Context: an optimization exercise on an open-source flow, tuned for small area. The choices shown serve that exercise and are no tape-out recipe.
Function was checked by simulation only, so behaviour that the tests miss may differ from the original.
Power is estimated from default activity; no workload was simulated.

==> inputs of v31 <==
// i2c_target
module i2c_target #(
    parameter logic [6:0] DEV_ADDR = i2c_target_pkg::DEFAULT_DEV_ADDR,
    parameter int         NUM_REGS = i2c_target_pkg::DEFAULT_NUM_REGS
) (
    input  logic       clk,
    input  logic       rst,
    input  logic       scl,
    input  logic       sda_in,
    output logic       sda_oe,
    output logic       busy,
    input  logic       host_we,
    input  logic [7:0] host_addr,
    input  logic [7:0] host_wdata,
    output logic [7:0] host_rdata,
    output logic       bus_wr_pulse,
    output logic [7:0] bus_wr_addr,
    output logic [7:0] bus_wr_data
);
export LEC_CHECK = 0
export CAP_MARGIN = 20
export CELL_PAD_IN_SITES_DETAIL_PLACEMENT = 2
export CELL_PAD_IN_SITES_GLOBAL_PLACEMENT = 2
export CORE_MARGIN = 2
export CORE_UTILIZATION = 35
export GPL_TIMING_DRIVEN = 0
export PLACE_DENSITY = 0.45
export SLEW_MARGIN = 20
export SYNTH_HIERARCHICAL = 1
export SYNTH_MINIMUM_KEEP_SIZE = 0
create_clock -name core_clock -period 6.0 [get_ports {clk}]
standard.sh (not shown) runs the stock make flow with config.mk's settings and CLKGATE_MAP_FILE= SYNTH_SCRIPT=/design/flow/synth_recipe.tcl, a recipe that flattens the netlist after the stock synthesis.
==> flow/flow/run.sh <==
#!/bin/bash
# Standard ORFS layout (unchanged synthesis) with these changes:
#  - buffers that ABC inserted are removed at floorplan (REMOVE_ABC_BUFFERS),
#  - every cell is swapped to its smallest drive variant after floorplan,
#    leaving repair_design/repair_timing to upsize only where needed,
#  - ports are buffered with buf_1 instead of the resizer's default pick,
#  - clock tree built without dummy loads, from clkbuf_8 leaf clusters.
set -euo pipefail
HERE=$(pwd)
export REMOVE_ABC_BUFFERS=1
export POST_FLOORPLAN_TCL=$HERE/flow/downsize.tcl
export BUFFER_PORTS_ARGS="-buffer_cell sky130_fd_sc_hd__buf_1"
export CTS_ARGS="-sink_clustering_enable -repair_clock_nets -dont_use_dummy_load -sink_clustering_size 14 -sink_clustering_max_diameter 60 -buf_list sky130_fd_sc_hd__clkbuf_8"
bash standard.sh > $HERE/standard_flow.log 2>&1
==> flow/flow/downsize.tcl <==
set db [ord::get_db]
set block [ord::get_db_block]
set variants [dict create]
foreach lib [$db getLibs] {
  foreach m [$lib getMasters] {
    set n [$m getName]
    if {[regexp {^(sky130_fd_sc_hd__[a-z0-9]+)_([0-9]+)$} $n -> base drv]} {
      if {[string match "*lpflow*" $n] || [string match "*probe*" $n]} { continue }
      dict lappend variants $base $m
    }
  }
}
set skip {sky130_fd_sc_hd__tapvpwrvgnd sky130_fd_sc_hd__conb sky130_fd_sc_hd__fill sky130_fd_sc_hd__decap sky130_fd_sc_hd__diode}
set n_swapped 0
set saved 0
foreach inst [$block getInsts] {
  set m [$inst getMaster]
  set n [$m getName]
  if {![regexp {^(sky130_fd_sc_hd__[a-z0-9]+)_([0-9]+)$} $n -> base drv]} { continue }
  if {[lsearch -exact $skip $base] >= 0} { continue }
  if {![dict exists $variants $base]} { continue }
  set cur_area [expr {[$m getWidth] * [$m getHeight]}]
  set best $m
  set best_area $cur_area
  foreach v [dict get $variants $base] {
    set a [expr {[$v getWidth] * [$v getHeight]}]
    if {$a < $best_area} { set best $v; set best_area $a }
  }
  if {$best ne $m} {
    replace_cell [$inst getName] [$best getName]
    incr n_swapped
    set saved [expr {$saved + $cur_area - $best_area}]
  }
}
puts "downsize: swapped $n_swapped cells, saved [expr {$saved / 1.0e6}] um^2"
==> inputs of v19, as changes to v31 <==
CAP_MARGIN = 10   (was 20)
CELL_PAD_IN_SITES_DETAIL_PLACEMENT = 1   (was 2)
CELL_PAD_IN_SITES_GLOBAL_PLACEMENT = 1   (was 2)
CORE_UTILIZATION = 40   (was 35)
PLACE_DENSITY = 0.55   (was 0.45)
SETUP_SLACK_MARGIN = 0.25   (was not set)
SLEW_MARGIN = 10   (was 20)
==> comparison <==
Setup slack: v19 is higher than v31 (0.25 ns). Against v19, the cell count of v31 is larger by 2.8%. Between v19 and v31, the lower die area is in v19 (gap 12%, measured against v31). v19 finished clean. v31 ran to the end with violations: negative setup slack. In combinational power, v19 and v31 hardly differ. Of v19 and v31, v19 has the higher worst hold slack (gap 0.0052 ns).

==> exp/yarrow: inputs <==
Starting RTL as in the previous note.
clock: 6.0 ns
lec_check: 0
cap_margin: 20
cell_pad_in_sites_detail_placement: 2
cell_pad_in_sites_global_placement: 2
core_margin: 2
core_utilization: 35
gpl_timing_driven: 0
place_density: 0.45
setup_slack_margin: 0.4
slew_margin: 20
synth_hierarchical: 1
synth_minimum_keep_size: 0
Scripts as last shown in full above: flow/flow/run.sh, flow/flow/downsize.tcl
==> exp/xenon: changes against exp/yarrow <==
- SETUP_SLACK_MARGIN: 0.4 -> 0.8
==> exp/garnet: changes against exp/yarrow <==
- CELL_PAD_IN_SITES_DETAIL_PLACEMENT: 2 -> 1
- CELL_PAD_IN_SITES_GLOBAL_PLACEMENT: 2 -> 1
- CORE_UTILIZATION: 35 -> 40
- PLACE_DENSITY: 0.45 -> 0.55
==> exp/ember: changes against exp/yarrow <==
- CAP_MARGIN: 20 -> 10
- SETUP_SLACK_MARGIN: 0.4 -> 0.25
- SLEW_MARGIN: 20 -> 10
==> qor summary <==
| quantity | exp/yarrow | exp/ember | exp/xenon | exp/garnet |
|---|---|---|---|---|
| Met1 Resource Use GR | 44.1% | 44.4% | 45.0% | 47.2% |
| Global-route usage over all layers | 33.0% | 32.9% | 33.0% | 34.9% |
| ClkCell Share | 2.89% | 2.80% | 2.86% | 2.66% |
| Summed area of non-filler cells in the final layout | 0.0286 mm2 | 0.0285 mm2 | 0.0289 mm2 | 0.0284 mm2 |
| Worst-skew pair later-pin latency | 750 ps | 770 ps | 750 ps | 730 ps |
| Vias | 27452 | 27251 | 27528 | 27073 |
| Endpoint, Worst Hold | scl_pipe_q[1] | scl_pipe_q[1] | scl_pipe_q[1] | - |
| CP Buf/Inv Count | 2 | 2 | 3 | 4 |
| Final nets | 2701 | 2706 | 2728 | 2710 |
| Via/cell ratio | 7.55 | 7.48 | 7.52 | 7.64 |
| Outcome | no timing/DRC/antenna violations | no timing/DRC/antenna violations | no timing/DRC/antenna violations | no timing/DRC/antenna violations |
| R2r worst-path depth | 12 | 11 | 10 | 12 |
| Area Overhead vs Synth | 9.78% | 9.33% | 11.1% | 9.22% |
| Worst Setup Slack, final | 343 ps | 170 ps | 736 ps | 435 ps |
| Worst Skew | 86.9 ps | 64.6 ps | 74.4 ps | 56.4 ps |

[separate check: timing with driven ports]
No port has a modelled driver above. Below, the same layouts with a new extraction and two added sets of constraints. Step 1: set_driving_cell puts a clkbuf_16 on clk and a buf_2 on each other input, an assumption about the parent block. Step 2 adds t to the input delays and takes it off the output delays; t is the mean of the earliest and latest rising clock arrival at the registers after step 1. Input paths then give back, and output paths get back, about the clock's delay inside the block. a / b / c = no drivers / after step 1 / after step 2; a / b = the first two.
| run | t (ns) | slack for setup (ns) | clock arrival spread, ns | slew at the worst register clock pin (ns) | pins driven straight from the clock port |
|---|---|---|---|---|---|
| v31 | 0.782 | -0.038 / -0.075 / -0.075 | 0.081 / 0.081 | 0.10 / 0.10 | 1 |
| v19 | 0.767 | 0.207 / 0.178 / 0.178 | 0.068 / 0.068 | 0.10 / 0.10 | 1 |
| exp/yarrow | 0.777 | 0.343 / 0.314 / 0.314 | 0.087 / 0.087 | 0.10 / 0.10 | 1 |
| exp/xenon | 0.781 | 0.736 / 0.706 / 0.706 | 0.074 / 0.074 | 0.10 / 0.10 | 1 |
| exp/garnet | 0.756 | 0.435 / 0.411 / 0.411 | 0.056 / 0.057 | 0.11 / 0.11 | 1 |
| exp/ember | 0.790 | 0.170 / 0.140 / 0.140 | 0.065 / 0.065 | 0.11 / 0.11 | 1 |
The setup slack of v31, which loses most, moves by -0.037 ns with the drivers and by -0.037 ns with both steps.
